From an optimization exercise on the open Yosys and OpenROAD flow, aimed at small area, a short achievable clock period and few clock cycles per item; shortcuts taken in it are not production practice.
Where RTL was checked, it was by simulation tests only, not by an equivalence proof against the original.
Function not checked in runs 1 and 2: the RTL went through the layout flow alone.
Power and IR drop assume default switching activity.

**flow/config.mk**
```make
export PLATFORM = sky130hd
export DESIGN_NAME = me_top
export DESIGN_NICKNAME = me_top
export VERILOG_FILES = /design/flow/design.v
export SDC_FILE = /design/flow/constraint.sdc
export NUM_CORES = 4
export LEC_CHECK = 0
export CAP_MARGIN = 20
export CORE_MARGIN = 2
export CORE_UTILIZATION = 40
export SLEW_MARGIN = 20
```
**flow/run.sh**
```bash
#!/bin/bash
# synth_recipe.tcl (not shown) runs the flow's synth.tcl, then flattens the netlist and writes it again
# the make line also repeats each setting of config.mk as NAME=value (left out here)
make -C /OpenROAD-flow-scripts/flow DESIGN_CONFIG=/design/flow/config.mk WORK_HOME=/design/flow/orfs CLKGATE_MAP_FILE= SYNTH_SCRIPT=/design/flow/synth_recipe.tcl finish
```
**flow/design.v**
```verilog
package me_pkg;
    localparam int BLOCK_DIM    = 4;
    localparam int BLOCK_PIX    = BLOCK_DIM * BLOCK_DIM;
    localparam int AREA_DIM     = 8;
    localparam int SEARCH_DIM   = AREA_DIM - BLOCK_DIM + 1;
    localparam int NUM_CAND     = SEARCH_DIM * SEARCH_DIM;
    localparam int SEARCH_RANGE = 2;
    localparam int PIXEL_W = 8;
    localparam int SAD_W   = 12;
    localparam int COORD_W = 3;
    localparam int MV_W    = 3;
    typedef logic [PIXEL_W-1:0] pixel_t;
    typedef logic [SAD_W-1:0] sad_t;
    typedef logic [COORD_W-1:0] coord_t;
    typedef logic [BLOCK_PIX*PIXEL_W-1:0] block_flat_t;
    typedef logic signed [MV_W-1:0] mv_t;
endpackage
`timescale 1ns/1ns
module block_buffer (
    input  logic                clk,
    input  logic                sample_block,
    input  me_pkg::pixel_t      sample,
    output me_pkg::block_flat_t block_n
);
    always_ff @(posedge clk) begin
        if (sample_block) begin
            block_n <= {~sample, block_n[me_pkg::BLOCK_PIX*me_pkg::PIXEL_W-1:me_pkg::PIXEL_W]};
        end
    end
endmodule
`timescale 1ns/1ns
module sad_cell (
    input  me_pkg::pixel_t a,
    input  me_pkg::pixel_t b_n,
    output me_pkg::pixel_t m,
    output logic           s
);
    me_pkg::pixel_t t;
    assign {s, t} = {1'b0, a} + {1'b0, b_n};
    assign m      = t ^ {me_pkg::PIXEL_W{~s}};
endmodule
`timescale 1ns/1ns
module sad_array (
    input  logic                clk,
    input  logic                rst_n,
    input  logic                sample_block,
    input  logic                sample_valid,
    input  me_pkg::pixel_t      sample,
    input  me_pkg::block_flat_t block_n,
    output me_pkg::sad_t        sad,
    output logic                sad_valid
);
    localparam int W = me_pkg::PIXEL_W;
    me_pkg::coord_t area_row;
    me_pkg::coord_t area_col;
    logic           win_end;
    always_ff @(posedge clk or negedge rst_n) begin
        if (!rst_n) begin
            area_row <= '0;
            area_col <= '0;
        end else if (sample_block) begin
            area_row <= '0;
            area_col <= '0;
        end else if (sample_valid) begin
            area_col <= area_col + 1'b1;
            if (area_col == me_pkg::coord_t'(me_pkg::AREA_DIM - 1)) begin
                area_row <= area_row + 1'b1;
            end
        end
    end
    assign win_end = sample_valid && (area_row >= me_pkg::coord_t'(me_pkg::BLOCK_DIM - 1)) &&
                     (area_col >= me_pkg::coord_t'(me_pkg::BLOCK_DIM - 1));
    localparam int LEN = 12;
    logic [LEN*W-1:0] line;
    always_ff @(posedge clk) begin
        if (sample_valid) begin
            line <= {line[(LEN-1)*W-1:0], sample};
        end
    end
    logic [me_pkg::BLOCK_PIX-1:0][W-1:0] pix;
    logic [me_pkg::BLOCK_PIX-1:0][W-1:0] m_d;
    logic [me_pkg::BLOCK_PIX-1:0] s_d;
    assign pix[0] = line[11*W +: W];
    assign pix[1] = line[11*W +: W];
    assign pix[2] = line[11*W +: W];
    assign pix[3] = line[11*W +: W];
    assign pix[4] = line[7*W +: W];
    assign pix[5] = line[7*W +: W];
    assign pix[6] = line[7*W +: W];
    assign pix[7] = line[7*W +: W];
    assign pix[8] = line[3*W +: W];
    assign pix[9] = line[3*W +: W];
    assign pix[10] = line[3*W +: W];
    assign pix[11] = line[3*W +: W];
    assign pix[12] = sample;
    assign pix[13] = sample;
    assign pix[14] = sample;
    assign pix[15] = sample;
    for (genvar j = 0; j < me_pkg::BLOCK_PIX; j++) begin : g_pix
        sad_cell i_sad_cell (
            .a   (pix[j]),
            .b_n (block_n[j*W +: W]),
            .m   (m_d[j]),
            .s   (s_d[j])
        );
    end
    logic [me_pkg::BLOCK_PIX-1:0][W-1:0] m;
    logic [me_pkg::BLOCK_PIX-1:0] s;
    always_ff @(posedge clk) begin
        if (sample_valid) begin
            m <= m_d;
            s <= s_d;
        end
    end
    logic [7:0] part0;
    logic [7:0] part0_d;
    assign part0_d = 8'(m[0]) + 8'(s[0]);
    logic [8:0] part1;
    logic [8:0] part1_d;
    assign part1_d = 9'(part0) + 9'(m[1]) + 9'(s[1]);
    logic [9:0] part2;
    logic [9:0] part2_d;
    assign part2_d = 10'(part1) + 10'(m[2]) + 10'(s[2]);
    logic [9:0] part3;
    logic [9:0] part3_d;
    assign part3_d = 10'(part2) + 10'(m[3]) + 10'(s[3]);
    logic [10:0] part4;
    logic [10:0] part4_d;
    assign part4_d = 11'(part3) + 11'(m[4]) + 11'(s[4]);
    logic [10:0] part5;
    logic [10:0] part5_d;
    assign part5_d = 11'(part4) + 11'(m[5]) + 11'(s[5]);
    logic [10:0] part6;
    logic [10:0] part6_d;
    assign part6_d = 11'(part5) + 11'(m[6]) + 11'(s[6]);
    logic [10:0] part7;
    logic [10:0] part7_d;
    assign part7_d = 11'(part6) + 11'(m[7]) + 11'(s[7]);
    logic [11:0] part8;
    logic [11:0] part8_d;
    assign part8_d = 12'(part7) + 12'(m[8]) + 12'(s[8]);
    logic [11:0] part9;
    logic [11:0] part9_d;
    assign part9_d = 12'(part8) + 12'(m[9]) + 12'(s[9]);
    logic [11:0] part10;
    logic [11:0] part10_d;
    assign part10_d = 12'(part9) + 12'(m[10]) + 12'(s[10]);
    logic [11:0] part11;
    logic [11:0] part11_d;
    assign part11_d = 12'(part10) + 12'(m[11]) + 12'(s[11]);
    logic [11:0] part12;
    logic [11:0] part12_d;
    assign part12_d = 12'(part11) + 12'(m[12]) + 12'(s[12]);
    logic [11:0] part13;
    logic [11:0] part13_d;
    assign part13_d = 12'(part12) + 12'(m[13]) + 12'(s[13]);
    logic [11:0] part14;
    logic [11:0] part14_d;
    assign part14_d = 12'(part13) + 12'(m[14]) + 12'(s[14]);
    logic [11:0] sad_d;
    assign sad_d = 12'(part14) + 12'(m[15]) + 12'(s[15]);
    always_ff @(posedge clk) begin
        if (sample_valid) begin
            part0 <= part0_d;
            part1 <= part1_d;
            part2 <= part2_d;
            part3 <= part3_d;
            part4 <= part4_d;
            part5 <= part5_d;
            part6 <= part6_d;
            part7 <= part7_d;
            part8 <= part8_d;
            part9 <= part9_d;
            part10 <= part10_d;
            part11 <= part11_d;
            part12 <= part12_d;
            part13 <= part13_d;
            part14 <= part14_d;
        end
    end
    logic win_sum;
    always_ff @(posedge clk or negedge rst_n) begin
        if (!rst_n) begin
            win_sum   <= 1'b0;
            sad_valid <= 1'b0;
        end else begin
            win_sum   <= win_end;
            sad_valid <= win_sum;
        end
    end
    always_ff @(posedge clk) begin
        sad <= sad_d;
    end
endmodule
`timescale 1ns/1ns
module min_search (
    input  logic           clk,
    input  logic           rst_n,
    input  logic           sample_block,
    input  me_pkg::sad_t   sad,
    input  logic           sad_valid,
    output logic           out_valid,
    output me_pkg::mv_t    out_vector
);
    me_pkg::coord_t cand_row;
    me_pkg::coord_t cand_col;
    me_pkg::sad_t   min_sad;
    me_pkg::mv_t    best_x;
    me_pkg::mv_t    best_y;
    logic           first;
    logic           last;
    logic           less;
    logic           y_cycle;
    always_ff @(posedge clk or negedge rst_n) begin
        if (!rst_n) begin
            cand_row <= '0;
            cand_col <= '0;
        end else if (sample_block) begin
            cand_row <= '0;
            cand_col <= '0;
        end else if (sad_valid) begin
            if (cand_col == me_pkg::coord_t'(me_pkg::SEARCH_DIM - 1)) begin
                cand_col <= '0;
                cand_row <= (cand_row == me_pkg::coord_t'(me_pkg::SEARCH_DIM - 1)) ?
                            '0 : cand_row + 1'b1;
            end else begin
                cand_col <= cand_col + 1'b1;
            end
        end
    end
    assign first = (cand_row == '0) && (cand_col == '0);
    assign last  = sad_valid && (cand_row == me_pkg::coord_t'(me_pkg::SEARCH_DIM - 1)) &&
                   (cand_col == me_pkg::coord_t'(me_pkg::SEARCH_DIM - 1));
    assign less  = sad < min_sad;
    always_ff @(posedge clk) begin
        if (sad_valid && (first || less)) begin
            min_sad <= sad;
            best_x  <= me_pkg::mv_t'(cand_col - 3'd2);
            best_y  <= me_pkg::mv_t'(3'd2 - cand_row);
        end
    end
    always_ff @(posedge clk or negedge rst_n) begin
        if (!rst_n) begin
            y_cycle    <= 1'b0;
            out_valid  <= 1'b0;
            out_vector <= '0;
        end else begin
            y_cycle    <= last;
            out_valid  <= last || y_cycle;
            out_vector <= last    ? (less ? me_pkg::mv_t'(3'sd2) : best_x) :
                          y_cycle ? best_y : '0;
        end
    end
endmodule
`timescale 1ns/1ns
module me_top (
    input  logic           clk,
    input  logic           rst_n,
    input  logic           block_valid,
    input  logic           area_valid,
    input  me_pkg::pixel_t in_data,
    output logic           out_valid,
    output me_pkg::mv_t    out_vector
);
    me_pkg::pixel_t      sample;
    logic                sample_block;
    logic                sample_valid;
    me_pkg::block_flat_t block_n;
    me_pkg::sad_t        sad;
    logic                sad_valid;
    always_ff @(posedge clk) begin
        sample <= in_data;
    end
    always_ff @(posedge clk or negedge rst_n) begin
        if (!rst_n) begin
            sample_block <= 1'b0;
            sample_valid <= 1'b0;
        end else begin
            sample_block <= block_valid;
            sample_valid <= area_valid;
        end
    end
    block_buffer i_block_buffer (
        .clk          (clk),
        .sample_block (sample_block),
        .sample       (sample),
        .block_n      (block_n)
    );
    sad_array i_sad_array (
        .clk          (clk),
        .rst_n        (rst_n),
        .sample_block (sample_block),
        .sample_valid (sample_valid),
        .sample       (sample),
        .block_n      (block_n),
        .sad          (sad),
        .sad_valid    (sad_valid)
    );
    min_search i_min_search (
        .clk          (clk),
        .rst_n        (rst_n),
        .sample_block (sample_block),
        .sad          (sad),
        .sad_valid    (sad_valid),
        .out_valid    (out_valid),
        .out_vector   (out_vector)
    );
endmodule
```
**flow/constraint.sdc**
```tcl
create_clock -name core_clock -period 7.0 [get_ports {clk}]
set_input_delay 1.4000 -clock core_clock [delete_from_list [all_inputs] [get_ports {clk}]]
set_output_delay 1.4000 -clock core_clock [all_outputs]
set_load 0.01 [all_outputs]
```
==> reports/qor.txt, run 1 <==
Slowest cell on the critical path: clkdlybuf4s50_1
Min-Delay Startpoint: i_sad_array.win_sum
Core Area: 78,600 µm²
Final Hold Vio Count: 0
Final setup violation count: 0
# port buffers: 15
Via count: 18,500
# DRC: 0
Area growth, synth to finish: 11.6%
Max Freq: 0.352 GHz
Total I/O pin count: 16
Syn_nets: 2,696
Synthesized area per cell: 13.3 µm²
Worst slack, placed: 4.31 ns
CP Max Fanout: 1
Antenna Nets Post-Route: 0
Main synth FF type: edfxtp_1
Multi-input gate area: 13,700 µm²
Setup ws final: 4.16 ns
Worst Skew: 0.0206 ns
Hold Crit Class: reg -> reg
CP Depth: 1
Critical Path AT: 1.44 ns
CTS tree: yes
Share of layout cells above drive strength 1: 7.24%
Maximum root-to-sink buffer count: 3
Post-Route WL: 59.8 mm
Vias per cell: 5.18
Global-route wire length before repair: 96.8 mm
Antenna violations before repair: 1
R2R cell count: 7
Die ar.: 81,400 µm²
M1 wire length: 27.8 mm
Initial core utilization: 40.3%
Synth warn: 4
Wirelength per Cell: 16.8 µm
WL met2: 28.1 mm
Setup_tns: 0 ns
Drt pass-1 iters: 5
N_diodes: 0
Final Power: 13.3 mW
# rows: 103
Worst endpoint required time: 5.60 ns
Crit path largest cell delay: 0.54 ns
Die W: 285 µm
Startpoint types: register
Period utilisation layout: 40.6%
Yosys reg bits: 592
CP endpoint: out_vector[0]
Top delay family on crit path: buffers and inverters
PostCTS Resize Cnt: 0
Cell Chain, Critical Path: clkdlybuf4s50_1
Fin util: 45.0%
Slew margin rel.: 24.4%
Clock root cell: clkbuf_16
VDD IR-drop max: 0.165 mV
Slew Limit Fails: 0
Final min period: 2.84 ns
Reg clk slew, reported paths: 0.06 ns
Total CTS buffers: 67
Number of synthesized flops with an enable pin: 551
GR Overflow Total: 0
Sequential fraction of the synthesis area: 55.2%
Synth Cell Area: 31,700 µm²
Vias in the first global route: 18,500
DR top layer: met4
Die Span Y: 285 µm
Routed met3 length: 2.03 mm
Status: complete, no violations
CP bufs+invs: 1
Post-CTS Hold Fix Bufs: 0
Setup slack, reg-to-reg: 4.48 ns
R2r endpoint: i_sad_array.part4[10]
DP HPWL: 42.6 mm
Synth Instances: 2,383
Post-synth ARST share: 3.55%
Number of setup buffers added after CTS: 0
Final-layout fill cell count: 7,028
Critical Path Start: i_min_search.out_vector[0]
DP Cell Count: 3,448
Clock Sinks: 592
Largest net degree at the start of global routing: 196
Pleak: 13.1 nW
Cell variety after synth: 59
RD Place Congestion: 0.831
Slew @ Worst Pin: 1.13 ns
Nets: 2,780
# Max-Cap Violations: 0
Clock latency (worst-skew pair): 0.59 ns
Global Route Usage Sum: 14.7%
Final Non-Filler Cells: 3,564
Unrepaired setup endpoints after global routing: no
PD cells: 378 nW/µm²
Worst Path Class, Setup: reg -> out
DRT iter0 DRCs: 1,148
Crit path capture type: output port
Start of the worst register-to-register path: i_sad_array.part3[0]
H-tree Lvls: 3
Reg area: 17,500 µm²
-- logic make-up after synthesis --
family | after synthesis | synth area share [%]
fa+ha+maj | 301 | 13.0
flops | 592 | 55.2
mux | 60 | 1.97
buf+inv | 139 | 1.67
compound gates | 551 | 13.3
xor+xnor | 297 | 8.22
simple gates | 443 | 6.72
-- layer usage --
layer,GRT usage (%),vias to the layer above
met2,23.9,291
met4,4.75,0
li1,-,9201
met3,2.73,107
met5,0,-
met1,19.9,8873
-- where the power goes --
group          switching, mW  leakage [nW]  internal (mW)
logic                   2.40          6.23           1.95
clock network           1.38          1.06           2.13
registers              0.489          5.85           4.99
-- sequential cells by signal, indices dropped and copies added, names as in the netlist, 12 cells and up --
signal	count
i_sad_array.part8	12
i_sad_array.part12	12
i_sad_array.line	96
i_min_search.min_sad	12
i_block_buffer.block_n	128
i_sad_array.part11	12
i_sad_array.sad	12
i_sad_array.part10	12
i_sad_array.s	16
i_sad_array.part13	12
i_sad_array.m	128
i_sad_array.part14	12
i_sad_array.part9	12
-- worst min-delay path by stage --
stage | to | slack, ns | cells past startpoint
2_1_floorplan | i_sad_array.sad_valid | 0.33 | 0
4_1_cts | i_sad_array.sad_valid | 0.36 | 0
5_1_grt | i_sad_array.sad_valid | 0.38 | 0
3_3_place_gp | i_sad_array.sad_valid | 0.34 | 0
6_report | i_sad_array.sad_valid | 0.36 | 0
3_5_place_dp | i_sad_array.sad_valid | 0.34 | 0
-- layout make-up --
class | count | share of cell area [%]
flip-flops and latches | 592 | 49.4
multi-input cells | 1652 | 38.7
clock buffers | 85 | 5.05
well taps | 1050 | 3.72
inverters | 134 | 1.42
clock inverters | 31 | 1.10
repair buffers | 20 | 0.602
-- metrics by stage --
| stage | instance area [µm²] | hold WS [ns] |
|---|---|---|
| floorplan | 31700 | 0.331 |
| global route | 35300 | 0.377 |
| finish | 35300 | 0.358 |
| global placement | 33200 | 0.343 |
| detailed placement | 33200 | 0.336 |
| CTS | 35300 | 0.360 |
-- cell usage after synthesis (15+ instances only) --
library cell  instances  area (µm²)
mux2i_1              41         410
nand2_1              66         248
xor2_1               88         771
o21a_1               39         293
a211oi_1             35         263
o21bai_1             30         225
nor2_1              157         589
nand3_1              50         250
nand4_1              38         238
ha_1                255        3190
nor3_1               43         215
a21o_1               62         465
o21ai_1              15        75.1
fa_1                 46         921
o31a_1               22         193
o21ai_4              16         260
xnor2_1             209        1830
edfxtp_1            551       16500
dfrtp_1              21         526
nor2b_1              23         144
dfxtp_1              20         400
or4_1                15         113
o21ai_0              71         355
or2_2                17         106
o221ai_1             28         245
a21oi_1             123         616
a21oi_4              15         244
inv_1               134         503
mux2_2               19         214
nand2b_1             17         106
o211ai_1             27         203
-- placed cells by master, fill, tap and decap left out, types with 20 or more instances in the layout --
master and count:
a211oi_1 35, a21o_1 62, a21oi_1 123, clkbuf_16 68, dfxtp_1 20, edfxtp_1 551
fa_1 46, ha_1 255, inv_1 134, mux2i_1 41, nand2_1 66, nand3_1 50
nand4_1 38, nor2_1 157, nor2b_1 23, nor3_1 43, o211ai_1 27, o21a_1 39
o21ai_0 71, o21bai_1 30, o221ai_1 28, o31a_1 22, xnor2_1 209, xor2_1 88
==> run 2: changes to the inputs <==
--- a/flow/config.mk
+++ b/flow/config.mk
@@ -9,3 +9,4 @@
 export CORE_MARGIN = 2
 export CORE_UTILIZATION = 40
+export SETUP_SLACK_MARGIN = 4.2
 export SLEW_MARGIN = 20
==> reports/qor.txt, run 2 <==
Status: complete, no violations
Critical Path AT: 1.24 ns (-0.20 ns)
PD cells: 377 nW/µm² (-0.19%)
Yosys reg bits: 592 (unchanged)
# rows: 103 (unchanged)
Maximum root-to-sink buffer count: 3 (unchanged)
Hold Crit Class: reg -> reg
Die ar.: 81,400 µm² (unchanged)
Dominant cell type by area after synthesis: edfxtp_1
Finished Cell Area: 35,400 µm² (about the same)
Post-CTS Hold Fix Bufs: 0 (unchanged)
Internal Power: 9.05 mW (-0.31%)
Sequential fraction of the synthesis area: 55.2% (unchanged)
Most frequent cells in the layout: edfxtp_1, ha_1, xnor2_1, nor2_1, inv_1
Final Hold Vio Count: 0 (unchanged)
# Max-Cap Violations: 0 (unchanged)
Clock latency (worst-skew pair): 0.61 ns (+0.02 ns)
Reg clk slew, reported paths: 0.06 ns (about the same)
Top cells by count, synth: edfxtp_1, ha_1, xnor2_1
Startpoint types: register
Area growth, synth to finish: 11.7% (about the same)
Synth Cell Area: 31,700 µm² (unchanged)
CTS tree: yes
Cell variety after synth: 59 (unchanged)
Slew @ Worst Pin: 1.08 ns (-0.0494 ns)
Nets: 2,778 (-0.072%)
Post-Route WL: 59.7 mm (-0.14%)
# port buffers: 15 (unchanged)
DRT iter0 DRCs: 1,323 (+15%)
Main synth FF type: edfxtp_1
Pleak: 13.2 nW (+0.24%)
WL met2: 28.7 mm (+2.1%)
H-tree Lvls: 3 (unchanged)
Number of synthesized flops with an enable pin: 551 (unchanged)
Max Freq: 0.378 GHz (+7.5%)
Antenna violations before repair: 0 (-1)
Crit path capture type: output port
Switching share of power: 32.1% (+0.10 points)
Worst Path Class, Setup: reg -> out
VDD IR-drop max: 0.168 mV (+1.8%)
Logic pwr share: 32.7% (about the same)
R2R cell count: 8 (+1)
RD Place Congestion: 0.845 (+1.7%)
Synthesized area per cell: 13.3 µm² (unchanged)
Die Span Y: 285 µm (unchanged)
Clock root cell: clkbuf_16
Synth Instances: 2,383 (unchanged)
Slew Limit Fails: 0 (unchanged)
GR Overflow Total: 0 (unchanged)
Placed inst area: 33,200 µm² (unchanged)
Routed met3 length: 1.99 mm (-1.9%)
Top delay family on crit path: flip-flops
# DRC: 0 (unchanged)
Drt pass-1 iters: 5 (unchanged)
Setup_tns: 0 ns (unchanged)
Unrepaired setup endpoints after global routing: no
Synth area leaders: edfxtp_1, ha_1, xnor2_1
Most common cell after layout, fill and taps aside: edfxtp_1
Clock Sinks: 592 (unchanged)
Via count: 18,500 (+0.35%)
N_diodes: 0 (unchanged)
WHS: 0.360 ns (+0.00238 ns)
Wirelength per Cell: 16.7 µm (-0.19%)
Worst hold stages: 0 (unchanged)
Worst slack, placed: 4.29 ns (-0.0106 ns)
Total I/O pin count: 16 (unchanged)
Slew margin rel.: 27.7% (+3.3 points)
Global-route wire length before repair: 97.6 mm (+0.75%)
Most frequent cell after synthesis: edfxtp_1
Initial core utilization: 40.3% (unchanged)
Final setup violation count: 0 (unchanged)
Sequential power share: 41.0% (about the same)
CP Depth: 1 (unchanged)
Final min period: 2.64 ns (-0.198 ns)
Antenna Nets Post-Route: 0 (unchanged)
Worst endpoint required time: 5.60 ns (about the same)
Crit path largest cell delay: 0.36 ns (-0.18 ns)
Fin util: 45.0% (about the same)
Share of layout cells above drive strength 1: 7.51% (+0.27 points)
Cell Chain, Critical Path: dlygate4sd2_1
Synth warn: 4 (unchanged)
Setup ws final: 4.36 ns (+0.198 ns)
Post-synth ARST share: 3.55% (unchanged)
Post-synth top area share: 52.3% (unchanged)
Global Route Usage Sum: 14.8% (+0.061 points)
Worst Skew: 0.0223 ns (+0.00176 ns)
CP bufs+invs: 1 (unchanged)
Vias per cell: 5.20 (+0.29%)
M1 wire length: 27.4 mm (-1.4%)
Slowest cell on the critical path: dfrtp_1
Largest net degree at the start of global routing: 196 (unchanged)
Total CTS buffers: 66 (-1.5%)
DR top layer: met4
Core Area: 78,600 µm² (unchanged)
Vias in the first global route: 18,800 (+1.8%)
CP Max Fanout: 1 (unchanged)
Period utilisation layout: 37.8% (-2.8 points)
DP HPWL: 42.4 mm (-0.50%)
Clk network pwr share: 26.2% (about the same)
Top flop regs: i_block_buffer.block_n (128), i_sad_array.m (128), i_sad_array.line (96)
Syn_nets: 2,696 (unchanged)
Die W: 285 µm (unchanged)
Sw Pwr: 4.27 mW (+0.15%)
[run 2: cell counts after synthesis]
No cell type changed its count.
[run 2: metrics by stage]
| step | instances | power [mW] |
|---|---|---|
| 2_1_floorplan | 2383 | 8.81 |
| 3_3_place_gp | 3447 | 9.79 |
| 3_5_place_dp | 3447 | 9.87 |
| 4_1_cts | 3566 | 13.5 |
| 5_1_grt | 3566 | 14.2 |
| 6_report | 3566 | 13.3 |
[run 2: worst paths after layout]
check                      slack [ns]                    end                        from
hold / removal                   0.36  i_sad_array.sad_valid         i_sad_array.win_sum
min in group asynchronous        1.34           sample_valid                       rst_n
max in group asynchronous        4.97           sample_block                       rst_n
setup / recovery                 4.36          out_vector[1]  i_min_search.out_vector[1]
hold reg to reg                  0.36  i_sad_array.sad_valid         i_sad_array.win_sum
setup reg to reg                 4.46     i_sad_array.m[106]                   sample[0]
[run 2: cells by family (layout without fill, tap and decap cells)]
family | Yosys count | count (layout) | synth area share (%)
compound gates | 551 | 551 | 13.3
xor+xnor | 297 | 297 | 8.22
fa+ha+maj | 301 | 301 | 13.0
buf+inv | 139 | 272 | 1.67
flops | 592 | 592 | 55.2
mux | 60 | 60 | 1.97
simple gates | 443 | 443 | 6.72
[run 2: layout make-up]
cell class | instances | area, µm²
Inverter | 134 | 503
Sequential cell | 592 | 17500
Multi-Input combinational cell | 1652 | 13700
Fill cell | 7040 | 43300
Timing Repair Buffer | 19 | 200
Clock buffer | 81 | 1770
Tap cell | 1050 | 1310
Clock inverter | 38 | 419
[run 2: power by group through the flow]
stage | registers, mW | logic (mW) | clock network (mW)
after global placement | 5.54 | 4.25 | 0
after CTS | 5.49 | 4.40 | 3.61
after detailed placement | 5.53 | 4.34 | 0
final | 5.47 | 4.36 | 3.50
after floorplan | 5.37 | 3.44 | 0
after global routing | 5.56 | 4.93 | 3.74
[run 2: what timing repair did]
item                       in CTS  in global routing
setup endpoints to repair       4                  0
gates resized for setup         4                  0
buffers inserted                0                  0
[run 2: layer usage]
layer | vias to the layer above | track usage, %
met3 | 110 | 2.58
met1 | 8951 | 19.6
met2 | 281 | 24.7
met5 | - | 0
li1 | 9194 | -
met4 | 0 | 4.58
==> run 3: changes to the inputs <==
--- a/flow/design.v
+++ b/flow/design.v
@@ -115,49 +115,81 @@
     logic [7:0] part0;
     logic [7:0] part0_d;
-    assign part0_d = 8'(m[0]) + 8'(s[0]);
+    logic [8:0] part0_c;
+    assign part0_c = {8'(8'd0), s[0]} + {8'(m[0]), s[0]};
+    assign part0_d = part0_c[8:1];
     logic [8:0] part1;
     logic [8:0] part1_d;
-    assign part1_d = 9'(part0) + 9'(m[1]) + 9'(s[1]);
+    logic [9:0] part1_c;
+    assign part1_c = {9'(part0), s[1]} + {9'(m[1]), s[1]};
+    assign part1_d = part1_c[9:1];
     logic [9:0] part2;
     logic [9:0] part2_d;
-    assign part2_d = 10'(part1) + 10'(m[2]) + 10'(s[2]);
+    logic [10:0] part2_c;
+    assign part2_c = {10'(part1), s[2]} + {10'(m[2]), s[2]};
+    assign part2_d = part2_c[10:1];
     logic [9:0] part3;
     logic [9:0] part3_d;
-    assign part3_d = 10'(part2) + 10'(m[3]) + 10'(s[3]);
+    logic [10:0] part3_c;
+    assign part3_c = {10'(part2), s[3]} + {10'(m[3]), s[3]};
+    assign part3_d = part3_c[10:1];
     logic [10:0] part4;
     logic [10:0] part4_d;
-    assign part4_d = 11'(part3) + 11'(m[4]) + 11'(s[4]);
+    logic [11:0] part4_c;
+    assign part4_c = {11'(part3), s[4]} + {11'(m[4]), s[4]};
+    assign part4_d = part4_c[11:1];
     logic [10:0] part5;
     logic [10:0] part5_d;
-    assign part5_d = 11'(part4) + 11'(m[5]) + 11'(s[5]);
+    logic [11:0] part5_c;
+    assign part5_c = {11'(part4), s[5]} + {11'(m[5]), s[5]};
+    assign part5_d = part5_c[11:1];
     logic [10:0] part6;
     logic [10:0] part6_d;
-    assign part6_d = 11'(part5) + 11'(m[6]) + 11'(s[6]);
+    logic [11:0] part6_c;
+    assign part6_c = {11'(part5), s[6]} + {11'(m[6]), s[6]};
+    assign part6_d = part6_c[11:1];
     logic [10:0] part7;
     logic [10:0] part7_d;
-    assign part7_d = 11'(part6) + 11'(m[7]) + 11'(s[7]);
+    logic [11:0] part7_c;
+    assign part7_c = {11'(part6), s[7]} + {11'(m[7]), s[7]};
+    assign part7_d = part7_c[11:1];
     logic [11:0] part8;
     logic [11:0] part8_d;
-    assign part8_d = 12'(part7) + 12'(m[8]) + 12'(s[8]);
+    logic [12:0] part8_c;
+    assign part8_c = {12'(part7), s[8]} + {12'(m[8]), s[8]};
+    assign part8_d = part8_c[12:1];
     logic [11:0] part9;
     logic [11:0] part9_d;
-    assign part9_d = 12'(part8) + 12'(m[9]) + 12'(s[9]);
+    logic [12:0] part9_c;
+    assign part9_c = {12'(part8), s[9]} + {12'(m[9]), s[9]};
+    assign part9_d = part9_c[12:1];
     logic [11:0] part10;
     logic [11:0] part10_d;
-    assign part10_d = 12'(part9) + 12'(m[10]) + 12'(s[10]);
+    logic [12:0] part10_c;
+    assign part10_c = {12'(part9), s[10]} + {12'(m[10]), s[10]};
+    assign part10_d = part10_c[12:1];
     logic [11:0] part11;
     logic [11:0] part11_d;
-    assign part11_d = 12'(part10) + 12'(m[11]) + 12'(s[11]);
+    logic [12:0] part11_c;
+    assign part11_c = {12'(part10), s[11]} + {12'(m[11]), s[11]};
+    assign part11_d = part11_c[12:1];
     logic [11:0] part12;
     logic [11:0] part12_d;
-    assign part12_d = 12'(part11) + 12'(m[12]) + 12'(s[12]);
+    logic [12:0] part12_c;
+    assign part12_c = {12'(part11), s[12]} + {12'(m[12]), s[12]};
+    assign part12_d = part12_c[12:1];
     logic [11:0] part13;
     logic [11:0] part13_d;
-    assign part13_d = 12'(part12) + 12'(m[13]) + 12'(s[13]);
+    logic [12:0] part13_c;
+    assign part13_c = {12'(part12), s[13]} + {12'(m[13]), s[13]};
+    assign part13_d = part13_c[12:1];
     logic [11:0] part14;
     logic [11:0] part14_d;
-    assign part14_d = 12'(part13) + 12'(m[14]) + 12'(s[14]);
+    logic [12:0] part14_c;
+    assign part14_c = {12'(part13), s[14]} + {12'(m[14]), s[14]};
+    assign part14_d = part14_c[12:1];
     logic [11:0] sad_d;
-    assign sad_d = 12'(part14) + 12'(m[15]) + 12'(s[15]);
+    logic [12:0] sad_c;
+    assign sad_c = {12'(part14), s[15]} + {12'(m[15]), s[15]};
+    assign sad_d = sad_c[12:1];
     always_ff @(posedge clk) begin
         if (sample_valid) begin
--- a/flow/config.mk
+++ b/flow/config.mk
@@ -9,4 +9,4 @@
 export CORE_MARGIN = 2
 export CORE_UTILIZATION = 40
-export SETUP_SLACK_MARGIN = 4.2
+export SETUP_SLACK_MARGIN = 4.5
 export SLEW_MARGIN = 20
==> reports/qor.txt, run 3 <==
WHS: 0.354 ns (-0.00580 ns)
Drt pass-1 iters: 5 (unchanged)
Unrepaired setup endpoints after global routing: yes
# port buffers: 15 (unchanged)
Total CTS buffers: 67 (+1.5%)
Cell variety after synth: 64 (+8.5%)
Worst slack, placed: 4.26 ns (-0.0382 ns)
Initial core utilization: 40.4% (+0.14 points)
Post-synthesis share of cell area spent on xor and xnor gates: 8.10% (-0.12 points)
VDD IR-drop max: 0.171 mV (+1.6%)
RD Place Congestion: 0.816 (-3.4%)
Slew Limit Fails: 0 (unchanged)
Maximum root-to-sink buffer count: 3 (unchanged)
Worst Path Class, Setup: reg -> reg
Final Non-Filler Cells: 3,651 (+2.4%)
Final Hold Vio Count: 0 (unchanged)
Finished Cell Area: 35,700 µm² (+0.88%)
Yosys reg bits: 592 (unchanged)
CP bufs+invs: 1 (unchanged)
Post-synth ARST share: 3.55% (unchanged)
H-tree Lvls: 3 (unchanged)
Setup_tns: 0 ns (unchanged)
Clock root cell: clkbuf_16
Total I/O pin count: 16 (unchanged)
Slew margin rel.: 32.6% (+4.9 points)
Main synth FF type: edfxtp_1
Final Power: 13.4 mW (+0.82%)
Global-route wire length before repair: 97.9 mm (+0.30%)
CP Max Fanout: 5 (+4)
Dominant cell type by area after synthesis: edfxtp_1
Antenna violations before repair: 0 (unchanged)
Logic pwr share: 31.7% (-1.0 points)
Clock latency (worst-skew pair): 0.61 ns (about the same)
Synth area leaders: edfxtp_1, ha_1, xnor2_1
# DRC: 0 (unchanged)
Switching share of power: 31.5% (-0.56 points)
Multiplexer share of the synthesized area: 0.160% (-1.8 points)
Most frequent cells in the layout: edfxtp_1, ha_1, xnor2_1, a21oi_1, inv_1
Critical Path AT: 2.86 ns (+1.62 ns)
Crit path capture type: register
Clock Sinks: 592 (unchanged)
Setup ws final: 4.47 ns (+0.117 ns)
Vias in the first global route: 18,800 (+0.037%)
Status: complete, no violations
Die ar.: 80,700 µm² (-0.93%)
PD cells: 377 nW/µm² (about the same)
Via count: 19,200 (+3.8%)
Slew @ Worst Pin: 1.01 ns (-0.0733 ns)
Number of synthesized flops with an enable pin: 551 (unchanged)
CTS tree: yes
Cell Chain, Critical Path: ha_2, inv_2, fa_2, nor2b_2, o31a_1, o31a_1, and3b_1, o21ai_0, nand2_1
Die Span Y: 284 µm (-0.47%)
Largest family of logic cells by synthesized area: compound AO/OA/AOI/OAI gates
Pleak: 13.5 nW (+2.2%)
Clk network pwr share: 27.5% (+1.3 points)
Adder-cell share of the synthesized area: 12.7% (-0.28 points)
Hold Crit Class: reg -> reg
Die W: 284 µm (-0.47%)
Largest net degree at the start of global routing: 153 (-22%)
Fin util: 46.0% (+0.99 points)
Core Area: 77,600 µm² (-1.3%)
Max Freq: 0.396 GHz (+4.6%)
DP HPWL: 43.1 mm (+1.6%)
N_diodes: 0 (unchanged)
Synth Instances: 2,479 (+4.0%)
DP Cell Count: 3,514 (+1.9%)
Synth Area in Compound Gates: 14.5% (+1.2 points)
DRT iter0 DRCs: 1,274 (-3.7%)
Crit path largest cell delay: 0.51 ns (+0.15 ns)
Sequential power share: 40.9% (about the same)
Synth Cell Area: 31,400 µm² (-0.94%)
Synth Area in Simple Gates: 6.75% (+0.036 points)
Sw Pwr: 4.23 mW (-0.94%)
Global Route Usage Sum: 14.9% (+0.17 points)
Share of layout cells above drive strength 1: 8.96% (+1.5 points)
Startpoint types: register
Most common cell after layout, fill and taps aside: edfxtp_1
Final min period: 2.53 ns (-0.117 ns)
Vias per cell: 5.27 (+1.4%)
Antenna Nets Post-Route: 0 (unchanged)
Slowest cell on the critical path: edfxtp_1
Synth warn: 4 (unchanged)
# rows: 102 (-0.97%)
Area growth, synth to finish: 13.7%
Reg clk slew, reported paths: 0.06 ns (about the same)
Final setup violation count: 0 (unchanged)
Sequential fraction of the synthesis area: 55.7% (+0.53 points)
Nets: 2,872 (+3.4%)
Internal Power: 9.20 mW (+1.7%)
Top cells by count, synth: edfxtp_1, ha_1, xnor2_1
Wirelength per Cell: 16.9 µm (+0.81%)
Post-Route WL: 61.6 mm (+3.2%)
Placed inst area: 32,800 µm² (-1.2%)
Top flop regs: i_block_buffer.block_n (128), i_sad_array.m (128), i_sad_array.line (96)
# Max-Cap Violations: 0 (unchanged)
Most Frequent Cell on Critical Path: o31a_1
Post-synth top area share: 52.8% (+0.50 points)
Syn_nets: 2,791 (+3.5%)
Top delay family on crit path: adder cells
GR Overflow Total: 0 (unchanged)
Synthesized area per cell: 12.7 µm² (-4.8%)
Most frequent cell after synthesis: edfxtp_1
Post-CTS Hold Fix Bufs: 0 (unchanged)
Worst endpoint required time: 7.34 ns (+1.74 ns)
Worst Skew: 0.0220 ns (-0.000314 ns)
Period utilisation layout: 36.1% (-1.7 points)
run 3: cell count changes in the layout (fill, tap and decap cells not counted), moves of 30 or more:
| cell | before | now |
|---|---|---|
| a21oi_1 | 123 | 179 |
| mux2i_1 | 41 | 5 |
| nand2_1 | 65 | 113 |
| nand4_1 | 38 | 8 |
| nor2_1 | 157 | 98 |
| o2111ai_1 | 0 | 31 |
| o21ai_0 | 71 | 124 |
run 3: layout make-up:
cell class,instances,area [µm²]
fill,6939,41900
sequential,592,17500
multi-input combinational,1718,13700
clock buffer,88,1850
tap,1040,1300
inverter,145,544
clock inverter,32,480
timing repair buffer,36,320
run 3: routing by layer:
layer  share of wire, %  wire length [µm]  GRT usage, %  vias to the layer above
met5                  0                 0             0                        -
met4                3.1              1880          5.38                        0
met3                3.5              2180          2.30                      129
met2                 48             29600          25.1                      359
met1                 45             28000          19.6                     9245
li1                   -                 -             -                     9510
run 3: kinds of logic after synthesis:
logic type	Yosys count
XOR/XNOR	290
buffers and inverters	170
flip-flops	592
AO/OA/AOI/OAI	690
AND/OR/NAND/NOR	432
multiplexers	5
adder cells (fa/ha/maj)	300
run 3: power groups by stage:
stage | registers, mW | logic, mW | clock network [mW]
CTS | 5.51 | 4.20 | 3.79
global route | 5.58 | 4.76 | 3.93
finish | 5.49 | 4.26 | 3.69
global placement | 5.55 | 4.03 | 0
floorplan | 5.36 | 3.29 | 0
detailed placement | 5.54 | 4.13 | 0
run 3: worst paths after layout:
check | from | endpoint | slack [ns] | depth (start not counted)
worst max-delay path | i_sad_array.line[24] | i_sad_array.m[79] | 4.47 | 9
worst min-delay path | i_sad_array.win_sum | i_sad_array.sad_valid | 0.35 | 0
worst max register to register | i_sad_array.line[24] | i_sad_array.m[79] | 4.47 | 9
worst min register to register | i_sad_array.win_sum | i_sad_array.sad_valid | 0.35 | 0
max in group asynchronous | rst_n | sample_block | 5.05 | 1
min in group asynchronous | rst_n | sample_valid | 1.31 | 1
run 3: what timing repair did:
action / CTS / global route
pin swaps: 1 / 27
resized for setup: 41 / 110
endpoints found under the setup margin: 94 / 308
buffers inserted: 1 / 15
cloned: 0 / 1
Testbench counts of run 3, summed over its fixed seeds: cycles 15,944, jobs 192.
==> run 4: changes to the inputs <==
--- a/flow/config.mk
+++ b/flow/config.mk
@@ -9,4 +9,6 @@
 export CORE_MARGIN = 2
 export CORE_UTILIZATION = 40
+export CTS_CLUSTER_DIAMETER = 150
+export CTS_CLUSTER_SIZE = 30
 export SETUP_SLACK_MARGIN = 4.5
 export SLEW_MARGIN = 20
==> reports/qor.txt, run 4 <==
Status: complete, no violations
Slew margin rel.: 32.8% (+0.17 points)
Startpoint types: register
Worst slack, placed: 4.26 ns (unchanged)
Synthesized area per cell: 12.7 µm² (unchanged)
Setup_tns: 0 ns (unchanged)
Die ar.: 80,700 µm² (unchanged)
CP Max Fanout: 5 (unchanged)
Via count: 18,800 (-2.1%)
Pleak: 12.7 nW (-5.7%)
Synth warn: 4 (unchanged)
Share of layout cells above drive strength 1: 7.17% (-1.8 points)
Initial core utilization: 40.4% (unchanged)
Worst endpoint required time: 7.35 ns (about the same)
R2R cell count: 9 (unchanged)
Global Route Usage Sum: 14.3% (-0.60 points)
N_diodes: 0 (unchanged)
R2r endpoint: i_sad_array.m[79]
Worst Skew: 0.0380 ns (+0.0160 ns)
Main synth FF type: edfxtp_1
Clock latency (worst-skew pair): 0.60 ns (about the same)
Core Area: 77,600 µm² (unchanged)
Vias in the first global route: 18,300 (-2.8%)
CTS tree: yes
Clock Sinks: 592 (unchanged)
DP HPWL: 43.1 mm (unchanged)
Yosys reg bits: 592 (unchanged)
Slew Limit Fails: 0 (unchanged)
Start of the worst register-to-register path: i_sad_array.line[24]
Antenna Nets Post-Route: 0 (unchanged)
Reg clk slew, reported paths: 0.11 ns (+0.05 ns)
WHS: 0.366 ns (+0.0120 ns)
Clock root cell: clkbuf_16
Post-synth ARST share: 3.55% (unchanged)
Post-synth top area share: 52.8% (unchanged)
Post-Route WL: 60.0 mm (-2.5%)
Sequential fraction of the synthesis area: 55.7% (unchanged)
Most frequent cells in the layout: edfxtp_1, ha_1, xnor2_1, a21oi_1, inv_1
Final Hold Vio Count: 0 (unchanged)
Dominant cell type by area after synthesis: edfxtp_1
Total I/O pin count: 16 (unchanged)
Cell variety after synth: 64 (unchanged)
Antenna violations before repair: 0 (unchanged)
Largest net degree at the start of global routing: 153 (unchanged)
Synth area leaders: edfxtp_1, ha_1, xnor2_1
Crit path capture type: register
Critical Path AT: 2.90 ns (+0.04 ns)
Period utilisation layout: 36.5% (+0.42 points)
# Max-Cap Violations: 0 (unchanged)
# DRC: 0 (unchanged)
RD Place Congestion: 0.816 (unchanged)
Global-route wire length before repair: 95.4 mm (-2.5%)
DRT iter0 DRCs: 1,231 (-3.4%)
# port buffers: 15 (unchanged)
Worst hold stages: 0 (unchanged)
Vias per cell: 5.27 (about the same)
Slew @ Worst Pin: 1.01 ns (-0.00257 ns)
Synth Cell Area: 31,400 µm² (unchanged)
Final min period: 2.56 ns (+0.0291 ns)
Reg area: 17,500 µm² (about the same)
Area growth, synth to finish: 8.88%
Setup ws final: 4.44 ns (-0.0291 ns)
Final setup violation count: 0 (unchanged)
Syn_nets: 2,791 (unchanged)
H-tree Lvls: 1 (-2)
Wirelength per Cell: 16.8 µm (-0.57%)
Most frequent cell after synthesis: edfxtp_1
Total CTS buffers: 23 (-66%)
PD cells: 334 nW/µm² (-11%)
GR Overflow Total: 0 (unchanged)
Setup slack, reg-to-reg: 4.44 ns (-0.03 ns)
Post-CTS Hold Fix Bufs: 0 (unchanged)
Die Span Y: 284 µm (unchanged)
Fin util: 44.0% (-2.0 points)
Final-layout fill cell count: 7,072 (+1.9%)
Nets: 2,834 (-1.3%)
Multi-input gate area: 13,800 µm² (+0.81%)
# rows: 102 (unchanged)
Number of synthesized flops with an enable pin: 551 (unchanged)
VDD IR-drop max: 0.183 mV (+7.1%)
Top flop regs: i_block_buffer.block_n (128), i_sad_array.m (128), i_sad_array.line (96)
Most common cell after layout, fill and taps aside: edfxtp_1
Drt pass-1 iters: 5 (unchanged)
Maximum root-to-sink buffer count: 3 (unchanged)
WHS Endpoint: i_sad_array.sad_valid
Synth Instances: 2,479 (unchanged)
Die W: 284 µm (unchanged)
Unrepaired setup endpoints after global routing: yes
Max Freq: 0.391 GHz (-1.1%)
Min-Delay Startpoint: i_sad_array.win_sum
Top cells by count, synth: edfxtp_1, ha_1, xnor2_1
Worst Path Class, Setup: reg -> reg
Hold Crit Class: reg -> reg
## run 4: cell count changes in the layout (fill, tap and decap cells not counted), sizes merged
cell,delta
clkinv,-16
buf,+6
bufinv,-11
clkinvlp,-2
clkbuf,-48
inv,-1
## run 4: through the flow
stage | instance area [µm²] | instances | power [mW]
2_1_floorplan | 31400 | 2479 | 8.65
3_3_place_gp | 32800 | 3514 | 9.59
3_5_place_dp | 32800 | 3514 | 9.67
4_1_cts | 33500 | 3557 | 11.4
5_1_grt | 34200 | 3579 | 12.2
6_report | 34200 | 3579 | 11.4
## run 4: cells by family (layout without fill, tap and decap cells)
group                      after synthesis  count (layout)  share of synthesized area [%]
xor gates and xnor gates               290             290                           8.10
AOI/OAI and AO/OA                      690             691                           14.5
and+or+nand+nor                        432             432                           6.75
buffers and inverters                  170             229                           2.09
muxes                                    5               5                          0.160
adders and majority gates              300             300                           12.7
DFF                                    592             592                           55.7
## run 4: metal layers
| metal | wire (µm) | part of all wire, % | track usage [%] |
|---|---|---|---|
| met3 | 1840 | 3.1 | 1.40 |
| met2 | 29200 | 49 | 24.9 |
| met4 | 1410 | 2.4 | 3.13 |
| met1 | 27600 | 46 | 19.5 |
| met5 | 0 | 0 | 0 |
## run 4: layout make-up
class                           count  share of cell area [%]
Clock buffer                       40                    1.87
Inverter                          145                    1.59
Timing Repair Buffer               42                    1.07
Clock inverter                      2                  0.0513
Tap cell                         1040                    3.81
Multi-Input combinational cell   1718                    40.4
Sequential cell                   592                    51.2
## run 4: worst max-delay path, cell delays in order (launching register included)
cell      delay (ns)
edfxtp_1        0.56
ha_2            0.28
inv_2           0.05
fa_2            0.39
nor2b_2         0.13
o31a_1          0.19
o31a_1          0.24
and3b_1         0.21
o21ai_1         0.14
nand2_1         0.11
## run 4: where the power goes
| group | internal, mW | switching [mW] | total (mW) |
|---|---|---|---|
| Clock | 0.639 | 1.04 | 1.68 |
| Sequential | 4.98 | 0.492 | 5.47 |
| Combinational | 1.94 | 2.32 | 4.26 |
| Total | 7.56 | 3.85 | 11.4 |
## run 4: how the worst max path moves through the flow
stage                                       start                       to  slack, ns  depth (start not counted)
after global placement    i_min_search.min_sad[9]  i_min_search.min_sad[0]       4.32                          8
final                        i_sad_array.line[24]        i_sad_array.m[79]       4.44                          9
after floorplan                      sample_valid  i_sad_array.area_row[0]       3.22                          4
after CTS                    i_sad_array.line[56]        i_sad_array.m[61]       4.48                          9
after global routing         i_sad_array.line[24]        i_sad_array.m[73]       4.36                          9
after detailed placement  i_min_search.min_sad[9]  i_min_search.min_sad[1]       4.26                          8
## run 4: what timing repair did
action | CTS | global route
gates cloned | 0 | 1
resized for setup | 49 | 126
endpoints found under the setup margin | 101 | 307
buffers inserted | 1 | 21
pin swaps | 2 | 37
==> run 5: changes to the inputs <==
--- a/flow/config.mk
+++ b/flow/config.mk
@@ -10,5 +10,5 @@
 export CORE_UTILIZATION = 40
 export CTS_CLUSTER_DIAMETER = 150
-export CTS_CLUSTER_SIZE = 30
+export CTS_CLUSTER_SIZE = 25
 export SETUP_SLACK_MARGIN = 4.5
 export SLEW_MARGIN = 20
==> reports/qor.txt, run 5 <==
Via count: 19,000 (+0.71%)
Top cells by count, synth: edfxtp_1, ha_1, xnor2_1
Share of layout cells above drive strength 1: 7.03% (-0.14 points)
Drt pass-1 iters: 5 (unchanged)
GR Overflow Total: 0 (unchanged)
RD Place Congestion: 0.816 (unchanged)
Crit path capture type: register
Slew Limit Fails: 0 (unchanged)
Maximum root-to-sink buffer count: 3 (unchanged)
Clock root cell: clkbuf_16
Largest net degree at the start of global routing: 153 (unchanged)
DR top layer: met4
Synth warn: 4 (unchanged)
Routed met3 length: 1.71 mm (-6.8%)
Final Power: 11.5 mW (+1.2%)
Top flop regs: i_block_buffer.block_n (128), i_sad_array.m (128), i_sad_array.line (96)
N_diodes: 0 (unchanged)
Worst Skew: 0.0286 ns (-0.00937 ns)
Main synth FF type: edfxtp_1
Synth area leaders: edfxtp_1, ha_1, xnor2_1
H-tree Lvls: 1 (unchanged)
Dominant cell type by area after synthesis: edfxtp_1
Setup_tns: 0 ns (unchanged)
Synthesized area per cell: 12.7 µm² (unchanged)
Max Freq: 0.390 GHz (-0.23%)
Worst Path Class, Setup: reg -> reg
VDD IR-drop max: 0.197 mV (+8.0%)
# Max-Cap Violations: 0 (unchanged)
Post-synthesis share of cell area spent on xor and xnor gates: 8.10% (unchanged)
Initial core utilization: 40.4% (unchanged)
Period utilisation layout: 36.6% (+0.084 points)
Area growth, synth to finish: 9.14%
Slew @ Worst Pin: 1.01 ns (-0.00245 ns)
Post-Route WL: 60.3 mm (+0.51%)
Status: complete, no violations
PD cells: 337 nW/µm² (+0.96%)
Global-route wire length before repair: 95.9 mm (+0.53%)
# DRC: 0 (unchanged)
Post-synth ARST share: 3.55% (unchanged)
Unrepaired setup endpoints after global routing: yes
Start of the worst register-to-register path: i_sad_array.line[58]
Reg clk slew, reported paths: 0.10 ns (about the same)
Cell variety after synth: 64 (unchanged)
Critical Path Start: i_sad_array.line[58]
Syn_nets: 2,791 (unchanged)
Synth Area in Compound Gates: 14.5% (unchanged)
WL met2: 29.3 mm (+0.41%)
Vias per cell: 5.29 (+0.51%)
Setup slack, reg-to-reg: 4.44 ns (about the same)
Slew margin rel.: 32.9% (+0.16 points)
CTS tree: yes
Largest family of logic cells by synthesized area: compound AO/OA/AOI/OAI gates
Total I/O pin count: 16 (unchanged)
Antenna Nets Post-Route: 0 (unchanged)
Clock Sinks: 592 (unchanged)
Wirelength per Cell: 16.8 µm (+0.31%)
DP HPWL: 43.1 mm (unchanged)
Die ar.: 80,700 µm² (unchanged)
Worst slack, placed: 4.26 ns (unchanged)
Most frequent cell after synthesis: edfxtp_1
Nets: 2,837 (+0.11%)
Critical Path AT: 2.97 ns (+0.07 ns)
Post-synth top area share: 52.8% (unchanged)
Pleak: 12.7 nW (+0.28%)
Startpoint types: register
Final Hold Vio Count: 0 (unchanged)
Multiplexer share of the synthesized area: 0.160% (unchanged)
Most common cell after layout, fill and taps aside: edfxtp_1
R2R cell count: 7 (-2)
DRT iter0 DRCs: 1,259 (+2.3%)
Total CTS buffers: 27 (+17%)
Global Route Usage Sum: 14.4% (+0.096 points)
Fin util: 44.1% (+0.10 points)
Final setup violation count: 0 (unchanged)
Slowest cell on the critical path: edfxtp_1
Die W: 284 µm (unchanged)
Synth Area in Simple Gates: 6.75% (unchanged)
CP Max Fanout: 5 (unchanged)
Adder-cell share of the synthesized area: 12.7% (unchanged)
Setup ws final: 4.44 ns (-0.00590 ns)
Synth Cell Area: 31,400 µm² (unchanged)
Min-Delay Startpoint: i_sad_array.win_sum
Die Span Y: 284 µm (unchanged)
Core Area: 77,600 µm² (unchanged)
Yosys reg bits: 592 (unchanged)
Cell Chain, Critical Path: ha_4, nor2b_2, o31a_1, o31a_1, nor3_2, a21oi_2, o31ai_4
Clock latency (worst-skew pair): 0.61 ns (about the same)
Most Frequent Cell on Critical Path: o31a_1
Final min period: 2.56 ns (+0.00590 ns)
M1 wire length: 27.8 mm (+0.53%)
Number of synthesized flops with an enable pin: 551 (unchanged)
Worst endpoint required time: 7.41 ns (+0.06 ns)
Most frequent cells in the layout: edfxtp_1, ha_1, xnor2_1, a21oi_1, inv_1
Synth Instances: 2,479 (unchanged)
Hold Crit Class: reg -> reg
Vias in the first global route: 18,400 (+0.45%)
# port buffers: 15 (unchanged)
Post-CTS Hold Fix Bufs: 0 (unchanged)
Sequential fraction of the synthesis area: 55.7% (unchanged)
Crit path largest cell delay: 0.66 ns (+0.10 ns)
# rows: 102 (unchanged)
Worst hold stages: 0 (unchanged)
Antenna violations before repair: 0 (unchanged)
-- run 5: cell counts after synthesis --
No cell type changed its count.
-- run 5: per-layer routing --
layer  vias up  GRT usage (%)
li1       9395              -
met1      9194           19.6
met3        88           1.37
met2       303           24.9
met5         -              0
met4         0           3.64
-- run 5: kinds of logic (layout without fill, tap and decap cells) --
kind of cell,Yosys count,count (layout)
buffers and inverters,170,236
multiplexers,5,5
AND/OR/NAND/NOR,432,432
adder cells (fa/ha/maj),300,300
XOR/XNOR,290,290
AO/OA/AOI/OAI,690,691
flip-flops,592,592
-- run 5: cell type report --
cell class / count / area, µm²
timing repair buffer: 41 / 358
clock inverter: 2 / 17.5
clock buffer: 48 / 754
multi-input combinational: 1718 / 13800
fill: 7064 / 43400
sequential: 592 / 17500
inverter: 145 / 544
tap: 1040 / 1300
-- run 5: critical path: cells and delay by family (launching register included) --
kind | cells | cell delay (ns)
and+or+nand+nor | 2 | 0.39
AOI/OAI and AO/OA | 4 | 1.03
DFF | 1 | 0.66
adders and majority gates | 1 | 0.30
-- run 5: what timing repair did --
item,in CTS,in global routing
gates resized for setup,45,120
cloned,0,1
setup endpoints to repair,92,306
setup buffers,2,19
pin swaps,5,26
-- run 5: through the flow --
step	cell area, µm²	hold slack [ns]	instances
2_1_floorplan	31400	0.331	2479
3_3_place_gp	32800	0.345	3514
3_5_place_dp	32800	0.346	3514
4_1_cts	33600	0.372	3566
5_1_grt	34200	0.386	3586
6_report	34200	0.370	3586
-- run 5: where the power goes --
group	switching (mW)	internal (mW)	leakage (nW)
logic	2.33	1.94	6.51
clock network	1.06	0.742	0.367
registers	0.493	4.98	5.85
total	3.88	7.66	12.7
-- run 5: worst paths after layout --
path / endpoint
worst max-delay path: i_sad_array.m[39]
worst min-delay path: i_sad_array.sad_valid
worst max register to register: i_sad_array.m[39]
worst min register to register: i_sad_array.sad_valid
max in group asynchronous: sample_block
min in group asynchronous: i_sad_array.area_row[2]
==> run 6: changes to the inputs <==
--- a/flow/config.mk
+++ b/flow/config.mk
@@ -8,5 +8,5 @@
 export CAP_MARGIN = 20
 export CORE_MARGIN = 2
-export CORE_UTILIZATION = 40
+export CORE_UTILIZATION = 60
 export CTS_CLUSTER_DIAMETER = 150
 export CTS_CLUSTER_SIZE = 25
==> reports/qor.txt, run 6 <==
Status: complete, no violations
Top flop regs: i_block_buffer.block_n (128), i_sad_array.m (128), i_sad_array.line (96)
Vias in the first global route: 18,200 (-0.95%)
Largest family of logic cells by synthesized area: compound AO/OA/AOI/OAI gates
PD cells: 344 nW/µm² (+2.1%)
Core Area: 51,500 µm² (-34%)
Max Freq: 0.401 GHz (+2.7%)
Min-Delay Startpoint: i_sad_array.win_sum
Setup ws final: 4.50 ns (+0.0663 ns)
Dominant cell type by area after synthesis: edfxtp_1
Final min period: 2.50 ns (-0.0663 ns)
# rows: 83 (-19%)
Area growth, synth to finish: 6.79%
DP HPWL: 42.3 mm (-1.8%)
WHS: 0.368 ns (-0.00277 ns)
Adder-cell share of the synthesized area: 12.7% (unchanged)
Top delay family on crit path: flip-flops
Setup slack, reg-to-reg: 4.52 ns (+0.08 ns)
Worst endpoint required time: 5.60 ns (-1.81 ns)
Synth area leaders: edfxtp_1, ha_1, xnor2_1
DRT iter0 DRCs: 1,208 (-4.1%)
# Max-Cap Violations: 0 (unchanged)
Internal Power: 7.64 mW (-0.26%)
CP Max Fanout: 1 (-4)
Worst slack, placed: 4.31 ns (+0.0515 ns)
Synth Area in Compound Gates: 14.5% (unchanged)
Final setup violation count: 0 (unchanged)
Antenna violations before repair: 0 (unchanged)
Most frequent cells in the layout: edfxtp_1, ha_1, xnor2_1, a21oi_1, inv_1
# DRC: 0 (unchanged)
Die W: 233 µm (-18%)
Wirelength per Cell: 18.4 µm (+9.4%)
Final Hold Vio Count: 0 (unchanged)
VDD IR-drop max: 0.235 mV (+19%)
Crit path largest cell delay: 0.37 ns (-0.29 ns)
H-tree Lvls: 1 (unchanged)
GR Overflow Total: 0 (unchanged)
Pleak: 12.6 nW (-0.77%)
Final Power: 11.5 mW (-0.11%)
Main synth FF type: edfxtp_1
Final-layout fill cell count: 3,901 (-45%)
Vias per cell: 5.88 (+11%)
N_diodes: 0 (unchanged)
Post-synth ARST share: 3.55% (unchanged)
# port buffers: 15 (unchanged)
Post-synthesis share of cell area spent on xor and xnor gates: 8.10% (unchanged)
Slew @ Worst Pin: 1.04 ns (+0.0363 ns)
Top cells by count, synth: edfxtp_1, ha_1, xnor2_1
Period utilisation layout: 35.6% (-0.95 points)
Slowest cell on the critical path: dfrtp_1
CP bufs+invs: 1 (+1)
Syn_nets: 2,791 (unchanged)
Largest net degree at the start of global routing: 207 (+35%)
Multi-input gate area: 13,600 µm² (-1.6%)
Yosys reg bits: 592 (unchanged)
Most common cell after layout, fill and taps aside: edfxtp_1
Nets: 2,824 (-0.46%)
Global Route Usage Sum: 21.9% (+7.4 points)
Hold Crit Class: reg -> reg
Synth warn: 4 (unchanged)
Slew Limit Fails: 0 (unchanged)
Sw Pwr: 3.89 mW (+0.17%)
Global-route wire length before repair: 93.9 mm (-2.1%)
R2r endpoint: i_sad_array.m[47]
RD Place Congestion: 0.873 (+6.9%)
Drt pass-1 iters: 5 (unchanged)
Post-synth top area share: 52.8% (unchanged)
Via count: 18,900 (-0.54%)
Worst Path Class, Setup: reg -> out
Worst Skew: 0.0272 ns (-0.00143 ns)
Startpoint types: register
Crit path capture type: output port
Synth Instances: 2,479 (unchanged)
Slew margin rel.: 30.5% (-2.4 points)
Clock Sinks: 592 (unchanged)
Clock root cell: clkbuf_16
Start of the worst register-to-register path: i_sad_array.line[58]
Number of synthesized flops with an enable pin: 551 (unchanged)
Cell variety after synth: 64 (unchanged)
Reg clk slew, reported paths: 0.09 ns (about the same)
CTS tree: yes
Die Span Y: 233 µm (-18%)
Clock latency (worst-skew pair): 0.61 ns (about the same)
Total CTS buffers: 27 (unchanged)
Synthesized area per cell: 12.7 µm² (unchanged)
Synth Cell Area: 31,400 µm² (unchanged)
Antenna Nets Post-Route: 0 (unchanged)
Clk network pwr share: 15.6% (about the same)
Total I/O pin count: 16 (unchanged)
Logic pwr share: 37.0% (about the same)
Cell Chain, Critical Path: buf_2
Die ar.: 54,100 µm² (-33%)
Reg area: 17,500 µm² (unchanged)
Critical Path AT: 1.10 ns (-1.87 ns)
Maximum root-to-sink buffer count: 3 (unchanged)
Synth Area in Simple Gates: 6.75% (unchanged)
Initial core utilization: 60.9% (+20 points)
Share of layout cells above drive strength 1: 4.82% (-2.2 points)
Sequential fraction of the synthesis area: 55.7% (unchanged)
WHS Endpoint: i_sad_array.sad_valid
Setup_tns: 0 ns (unchanged)
Switching share of power: 33.7% (+0.097 points)
Most frequent cell after synthesis: edfxtp_1
Unrepaired setup endpoints after global routing: yes
Sequential power share: 47.4% (about the same)
R2R cell count: 7 (unchanged)
Post-Route WL: 59.1 mm (-2.0%)
Worst hold stages: 0 (unchanged)
Multiplexer share of the synthesized area: 0.160% (unchanged)
==> run 6: layout make-up <==
type,count,share of cell area [%]
Clock inverter,2,0.0523
Tap cell,680,2.54
Clock buffer,48,2.25
Sequential cell,592,52.2
Timing Repair Buffer,29,0.859
Inverter,145,1.62
Multi-Input combinational cell,1717,40.5
==> run 6: cells by family after synthesis <==
family                   Yosys count
buffers and inverters            170
adder cells (fa/ha/maj)          300
flip-flops                       592
AO/OA/AOI/OAI                    690
XOR/XNOR                         290
multiplexers                       5
AND/OR/NAND/NOR                  432
==> run 6: power by group through the flow <==
stage / Combinational (mW) / Clock (mW) / Sequential, mW
final: 4.27 / 1.80 / 5.47
after global placement: 4.04 / 0 / 5.54
after floorplan: 3.29 / 0 / 5.36
after CTS: 4.21 / 1.86 / 5.48
after detailed placement: 4.15 / 0 / 5.54
after global routing: 4.78 / 1.97 / 5.55
==> run 6: worst max path at each step <==
stage | start | to | slack, ns | cells after the start
after global routing | i_sad_array.line[88] | i_sad_array.m[19] | 4.44 | 9
after detailed placement | i_min_search.min_sad[9] | i_min_search.min_sad[6] | 4.31 | 8
after floorplan | sample_valid | i_sad_array.area_row[0] | 3.22 | 4
final | i_min_search.out_vector[0] | out_vector[0] | 4.50 | 1
after global placement | rst_n | sample_valid | 4.39 | 1
after CTS | i_min_search.out_vector[2] | out_vector[2] | 4.31 | 1
==> run 6: timing repair <==
item,CTS,global route
pin swaps,0,12
hold buffers,0,0
setup buffers,1,8
resized for setup,30,82
endpoints found under the setup margin,159,164
==> run 6: worst reg2reg max path: stages (launching register included) <==
cell and delay, ns:
edfxtp_1 0.54, ha_1 0.40, nor2b_1 0.16, o31a_1 0.27, o31a_1 0.31, o2111ai_1 0.21, a21boi_2 0.23, o31ai_2 0.10
==> run 6: metrics by stage <==
step,cells,cell area (µm²),util (%)
after global routing,3213,33500,65.0
after global placement,3153,32300,62.8
after detailed placement,3153,32300,62.8
after floorplan,2479,31400,-
after CTS,3204,33100,64.3
final,3213,33500,65.0
==> run 6: per-layer routing <==
layer  wire length, µm  track usage, %  part of all wire, %
met1             28700            32.3                   49
met2             27400            35.3                   46
met3              1840            2.17                  3.1
met4              1180            4.78                  2.0
met5                 0               0                    0
==> run 7: changes to the inputs <==
--- a/flow/design.v
+++ b/flow/design.v
@@ -34,7 +34,7 @@
     input  me_pkg::pixel_t b_n,
     output me_pkg::pixel_t m,
+    output me_pkg::pixel_t t,
     output logic           s
 );
-    me_pkg::pixel_t t;
     assign {s, t} = {1'b0, a} + {1'b0, b_n};
     assign m      = t ^ {me_pkg::PIXEL_W{~s}};
@@ -80,4 +80,5 @@
     logic [me_pkg::BLOCK_PIX-1:0][W-1:0] pix;
     logic [me_pkg::BLOCK_PIX-1:0][W-1:0] m_d;
+    logic [me_pkg::BLOCK_PIX-1:0][W-1:0] t_d;
     logic [me_pkg::BLOCK_PIX-1:0] s_d;
     assign pix[0] = line[11*W +: W];
@@ -102,15 +103,20 @@
             .b_n (block_n[j*W +: W]),
             .m   (m_d[j]),
+            .t   (t_d[j]),
             .s   (s_d[j])
         );
     end
+    logic [me_pkg::BLOCK_PIX-1:0][W-1:0] t;
     logic [me_pkg::BLOCK_PIX-1:0][W-1:0] m;
     logic [me_pkg::BLOCK_PIX-1:0] s;
     always_ff @(posedge clk) begin
         if (sample_valid) begin
-            m <= m_d;
+            t <= t_d;
             s <= s_d;
         end
     end
+    for (genvar j = 0; j < me_pkg::BLOCK_PIX; j++) begin : g_m
+        assign m[j] = t[j] ^ {W{~s[j]}};
+    end
     logic [7:0] part0;
     logic [7:0] part0_d;
--- a/flow/config.mk
+++ b/flow/config.mk
@@ -8,5 +8,5 @@
 export CAP_MARGIN = 20
 export CORE_MARGIN = 2
-export CORE_UTILIZATION = 60
+export CORE_UTILIZATION = 75
 export CTS_CLUSTER_DIAMETER = 150
 export CTS_CLUSTER_SIZE = 25
==> reports/qor.txt, run 7 <==
Cell variety after synth: 62 (-3.1%)
Most frequent cells in the layout: edfxtp_1, xnor2_1, ha_1, a21oi_1, nand2_1
GR peak layer: met2
Die Span Y: 202 µm (-13%)
Met1 usage: 35.8% (+3.5 points)
CP bufs+invs: 0 (-1)
Worst Skew: 0.0170 ns (-0.0102 ns)
Cell Chain, Critical Path: xnor2_1, ha_1, a2111oi_1, o21ai_1, a311oi_1, o31ai_1, o31ai_1
Pleak: 12.2 nW (-3.4%)
Nets: 2,559 (-9.4%)
Hold Crit Class: reg -> reg
Reg area: 17,500 µm² (unchanged)
# rows: 72 (-13%)
Area growth, synth to finish: 7.29%
Maximum root-to-sink buffer count: 3 (unchanged)
Top cells by count, synth: edfxtp_1, xnor2_1, ha_1
Top delay family on crit path: compound AO/OA/AOI/OAI gates
Worst endpoint required time: 7.41 ns (+1.81 ns)
Antenna Nets Post-Route: 0 (unchanged)
Final setup violation count: 0 (unchanged)
# port buffers: 15 (unchanged)
Final Hold Vio Count: 0 (unchanged)
PD cells: 367 nW/µm² (+6.7%)
Slew @ Worst Pin: 1.00 ns (-0.0429 ns)
Max Freq: 0.397 GHz (-0.95%)
Status: complete, no violations
Post-Route WL: 52.9 mm (-11%)
DRT iter0 DRCs: 1,330 (+10%)
Total CTS buffers: 27 (unchanged)
# Max-Cap Violations: 0 (unchanged)
# DRC: 0 (unchanged)
Core Area: 38,700 µm² (-25%)
Final min period: 2.52 ns (+0.0239 ns)
Slew margin rel.: 33.4% (+2.9 points)
Wirelength per Cell: 18.9 µm (+2.7%)
Clock latency (worst-skew pair): 0.60 ns (about the same)
Grt met2 use: 44.8% (+9.5 points)
Period utilisation layout: 36.0% (+0.34 points)
Synthesized area per cell: 13.6 µm² (+7.4%)
Main synth FF type: edfxtp_1
H-tree Lvls: 1 (unchanged)
Final-layout fill cell count: 2,108 (-46%)
Slowest cell on the critical path: a2111oi_1
Final Power: 11.6 mW (+1.0%)
Clock Sinks: 592 (unchanged)
Most common cell after layout, fill and taps aside: edfxtp_1
Placed inst area: 30,300 µm² (-6.2%)
Worst hold stages: 0 (unchanged)
Met3 usage: 2.83% (+0.66 points)
-- run 7: changes by cell type after synthesis, sizes merged, moves of 18 or more --
cell	previous run	this run
a21oi	183	156
or3	25	5
o2111ai	35	5
xnor2	223	320
nor2b	37	7
o211ai	23	5
inv	145	71
o21a	62	18
o21ai	150	89
o31a	35	0
nand2b	33	13
-- run 7: what timing repair did --
item | in CTS | in global routing
endpoints found under the setup margin | 44 | 206
setup buffers | 36 | 22
pin swaps | 1 | 22
hold endpoints to repair | 0 | 0
resized for setup | 14 | 43
-- run 7: final cells by class --
class | instances | share of cell area (%)
clock buffers | 48 | 2.38
multi-input cells | 1492 | 37.5
clock inverters | 2 | 0.0553
inverters | 71 | 0.841
flip-flops and latches | 592 | 55.1
repair buffers | 77 | 2.08
well taps | 518 | 2.04
-- run 7: layer usage --
metal | part of all wire (%) | routed length [µm] | vias to the layer above
li1 | - | - | 8213
met5 | 0.025 | 13 | -
met1 | 43 | 23000 | 8161
met4 | 2.2 | 1170 | 2
met3 | 4.1 | 2180 | 91
met2 | 50 | 26500 | 378
-- run 7: worst register-to-register path, delay by kind of cell (launching register included) --
family | cells | cell delay [ns]
adders and majority gates | 1 | 0.30
AOI/OAI and AO/OA | 5 | 1.34
xor gates and xnor gates | 1 | 0.26
DFF | 1 | 0.43
-- run 7: metrics by stage --
| step | setup slack [ns] | hold WS, ns | util (%) |
|---|---|---|---|
| 6_report | 4.48 | 0.356 | 81.8 |
| 3_3_place_gp | 4.36 | 0.341 | 78.3 |
| 5_1_grt | 4.34 | 0.367 | 81.8 |
| 4_1_cts | 4.32 | 0.359 | 81.0 |
| 2_1_floorplan | 3.22 | 0.331 | - |
| 3_5_place_dp | 4.29 | 0.336 | 78.3 |
-- run 7: logic make-up (layout without fill, tap and decap cells) --
family,after synthesis,count (layout),synth area share (%)
xor gates and xnor gates,379,379,11.2
DFF,592,592,59.1
AOI/OAI and AO/OA,449,449,9.76
and+or+nand+nor,360,360,5.44
adders and majority gates,286,286,12.5
muxes,18,18,0.648
buffers and inverters,90,198,1.27
-- run 7: worst paths after layout --
path,startpoint,end,slack (ns)
setup reg to reg,i_sad_array.s[14],i_sad_array.part14[10],4.48
min in group asynchronous,rst_n,i_min_search.cand_row[0],1.30
hold / removal,i_sad_array.win_sum,i_sad_array.sad_valid,0.36
hold reg to reg,i_sad_array.win_sum,i_sad_array.sad_valid,0.36
setup / recovery,i_sad_array.s[14],i_sad_array.part14[10],4.48
max in group asynchronous,rst_n,sample_valid,5.06
-- run 7: power by group --
group | total [mW] | switching (mW) | internal [mW]
logic | 4.45 | 2.39 | 2.07
registers | 5.43 | 0.458 | 4.97
clock network | 1.77 | 1.02 | 0.741
Testbench counts of run 7, summed over its fixed seeds: cycles 15,944, jobs 192.

Setup slack of run 7, layout unchanged: 4.481 ns with ideal ports, 4.442 ns with driving cells assumed (clock clkbuf_16, inputs buf_2), 4.441 ns with port delays also shifted by the 0.645 ns mid clock arrival.
